Background: an optimization exercise with open tools, aiming at small area and a short achievable clock period. Do not read the settings as production practice. The RTL was checked by simulation tests, not by an equivalence proof against the original design. Power and IR drop assume default switching activity.

== build 8 ==
// fairq_top
module fairq_top (
   input  logic                   clk,
   input  logic                   reset,
   input  logic                   in_wr,
   input  fairq_pkg::ctrl_t       in_ctrl,
   input  fairq_pkg::data_word_t  in_data,
   input  logic                   rd_dst_addr,
   input  fairq_pkg::queue_idx_t  dst_oq,
   input  fairq_pkg::sram_addr_t  dst_oq_high_addr,
   input  fairq_pkg::sram_addr_t  dst_oq_low_addr,
   output logic                   out_wr,
   output fairq_pkg::ctrl_t       out_ctrl,
   output fairq_pkg::data_word_t  out_data
);
   logic                      ev_open;
   logic                      ev_close;
   logic                      header_word;
   logic                      rewrite_word;
   fairq_pkg::queue_idx_t     src_queue;
   fairq_pkg::queue_idx_t     dst_queue;
   fairq_pkg::sram_addr_t     new_capacity;
   logic                      unused_cap_ge;
   logic                      clear;
   logic                      cfg_valid;
   fairq_pkg::queue_idx_t     cfg_queue;
   logic [16:0]               cfg_cap4;
   logic                      cfg_nz;
   logic [8-1:0] lane_live;
   logic [16:0]               lane_cap4  [8];
   fairq_pkg::flow_count_t    lane_open  [8];
   fairq_pkg::flow_count_t    lane_diff  [8];
   fairq_pkg::queue_idx_t     div_queue;
   fairq_pkg::queue_idx_t     div_queue_next;
   fairq_pkg::queue_idx_t     sel_next;
   fairq_pkg::queue_mask_t    sel_hot;
   logic                      a_next;
   logic                      b_next;
  ...
For scale: about 720 flip-flops, roughly 190 I/O pins, about 30000 um^2 of cells after synthesis.
Settings: LEC_CHECK=0, CAP_MARGIN=20, CORE_MARGIN=2, CORE_UTILIZATION=40, CTS_CLUSTER_DIAMETER=190, CTS_CLUSTER_SIZE=28, SLEW_MARGIN=20, TNS_END_PERCENT=0; clock period 8.5 ns.
standard.sh (not shown) runs the stock make flow with config.mk's settings and CLKGATE_MAP_FILE= SYNTH_SCRIPT=/design/flow/synth_recipe.tcl, a recipe that flattens the netlist after the stock synthesis.
==> flow/flow/run.sh <==
#!/bin/bash
# The standard layout (standard.sh, unchanged synthesis and steps) with two
# knobs the flow settings cannot reach: port buffers are buf_1 cells instead
# of the default delay cells, and timing repair aims for a larger setup slack.
# make's output goes to flow.log here; each ORFS step keeps its own log under
# orfs/logs/.
set -euo pipefail
export BUFFER_PORTS_ARGS="-buffer_cell sky130_fd_sc_hd__buf_1"
export SETUP_SLACK_MARGIN=6.0
bash standard.sh > flow.log 2>&1
Build 8 went all the way through the flow, and no timing, DRC or antenna check failed.
Setup changes, build 8 to build 86
-- flow/config.mk --
<<< build 8, line 9
export CORE_MARGIN = 2
export CORE_UTILIZATION = 40
export CTS_CLUSTER_DIAMETER = 190
export CTS_CLUSTER_SIZE = 28
export SLEW_MARGIN = 20
export TNS_END_PERCENT = 0
>>> build 86, line 9
export CORE_MARGIN = 2
export CORE_UTILIZATION = 40
export CTS_CLUSTER_DIAMETER = 180
export CTS_CLUSTER_SIZE = 26
export SLEW_MARGIN = 20
export TNS_END_PERCENT = 0
==> comparison <==
- Comparing build 8 and build 86, area added between synthesis and finish is higher on build 8.
- Higher non-clock buffer area fraction after layout among build 8 and build 86: build 8
- Build 86 and build 8 ended up with roughly the same final design utilization.
- Re relative contribution of the clock network to total power: build 8 was lower than build 86.
- Cmp build 8 and build 86 / actual transition at the worst max-transition pin / lower: build 8
- Build 86 vs build 8: wire length down in build 86
- Build 86 -> build 8: maximum cell stage delay along the critical path flat
- From build 86 to build 8, initial antenna violation count did not move at all.
Modified inputs, build 58 compared to build 86
-- flow/config.mk --
<<< build 86, line 8
export CAP_MARGIN = 20
export CORE_MARGIN = 2
export CORE_UTILIZATION = 40
export CTS_CLUSTER_DIAMETER = 180
export CTS_CLUSTER_SIZE = 26
export SLEW_MARGIN = 20
export TNS_END_PERCENT = 0
>>> build 58, line 8
export CAP_MARGIN = 20
export CORE_MARGIN = 2
export CORE_UTILIZATION = 55
export CTS_CLUSTER_DIAMETER = 180
export CTS_CLUSTER_SIZE = 26
export PLACE_DENSITY = 0.8
export SLEW_MARGIN = 20
export TNS_END_PERCENT = 0
### Flow results
Per the comparison of build 58 with build 86, net count after synthesis stayed essentially flat; final cell count went down by 257; global-route wire length before repair moved down; fraction of standard cell area that is sequential shows an increase of 0.44 points. From build 86 to build 58 the numbers moved as follows: cell area decreased 0.71%; internal power contribution increased 0.68%; wire length decreased about 2.6%; share of flip-flops with an asynchronous set or reset after synthesis essentially unchanged; starting DRC count in detailed routing increased 451. | layout overhead on the synthesized area | higher: build 86 |.
### build 58 -> build 33
-- flow/flow/run.sh --
<<< build 58, line 7
set -euo pipefail
export BUFFER_PORTS_ARGS="-buffer_cell sky130_fd_sc_hd__buf_1"
export SETUP_SLACK_MARGIN=6.0
bash standard.sh > flow.log 2>&1
>>> build 33, line 7
set -euo pipefail
export BUFFER_PORTS_ARGS="-buffer_cell sky130_fd_sc_hd__buf_1"
export SETUP_SLACK_MARGIN=5.5
bash standard.sh > flow.log 2>&1
==> flow/config.mk <==
export PLATFORM = sky130hd
export DESIGN_NAME = fairq_top
export DESIGN_NICKNAME = fairq_top
export VERILOG_FILES = /design/flow/design.v
export SDC_FILE = /design/flow/constraint.sdc
export NUM_CORES = 4
export LEC_CHECK = 0
export CAP_MARGIN = 20
export CORE_MARGIN = 2
export CORE_UTILIZATION = 40
export CTS_CLUSTER_DIAMETER = 180
export CTS_CLUSTER_SIZE = 26
export SLEW_MARGIN = 20
export TNS_END_PERCENT = 0
Results
sel_hot[6] as the startpoint of the most critical setup path was reported by build 33, and in_data[39] by build 58.
The peak ir drop on the vdd network in build 33 was higher than what build 58 gave.
The total inserted antenna cells reported for build 33 is smaller than that of build 58 by 1.
Vertical die dimension, build 33 and build 58: smaller value in build 58
Taking build 58 as the reference, in build 33 via count has decreased, maximum clock rate has remained practically unchanged, share of post-route cells with drive strength above 1 has increased.
## Diff of input files: build 43 against build 33
-- flow/flow/run.sh --
<<< build 33, line 7
set -euo pipefail
export BUFFER_PORTS_ARGS="-buffer_cell sky130_fd_sc_hd__buf_1"
export SETUP_SLACK_MARGIN=5.5
bash standard.sh > flow.log 2>&1
>>> build 43, line 7
set -euo pipefail
export BUFFER_PORTS_ARGS="-buffer_cell sky130_fd_sc_hd__buf_1"
export SETUP_SLACK_MARGIN=5
bash standard.sh > flow.log 2>&1
[summary]
Comparing build 33 with build 43, the clock power came out essentially unchanged.
Looking at arrival time at the worst endpoint, build 43 sits 0.36 ns above build 33.
After detailed routing, build 33 needs more wire than build 43.
Minimum hold slack, build 43 and build 33: higher on build 33

port drivers added, routing unchanged:
The flow's constraints put no driver on any port. The routed layouts listed below were extracted and timed again, unchanged, in two steps.
Step 1: set_driving_cell puts a clkbuf_16 on clk and a buf_2 on each other input, an assumption about the parent block.
Step 2 times the ports against the registers' clock, not the clock port: input delays grow and output delays shrink by t, the midpoint of the rising clock arrivals with the driver on.
Slacks: ideal ports / drivers / drivers and shift; pairs: ideal ports / drivers.
run	t, ns	setup slack, ns	worst setup path at the end	clock arrival spread, ns
build 8	0.703	5.331 / 5.355 / 4.670	input to register	0.022 / 0.022
build 86	0.702	5.347 / 5.348 / 4.690	input to register	0.019 / 0.020
build 58	0.698	5.358 / 5.354 / 4.662	input to register	0.019 / 0.019
build 33	0.704	5.360 / 5.311 / 4.691	input to register	0.023 / 0.024
build 43	0.693	4.999 / 4.999 / 4.464	input to register	0.039 / 0.039
After both steps setup and hold are still met in every run listed. For build 58, which loses most, drivers alone change the setup slack by -0.004 ns; drivers and shift together by -0.696 ns.
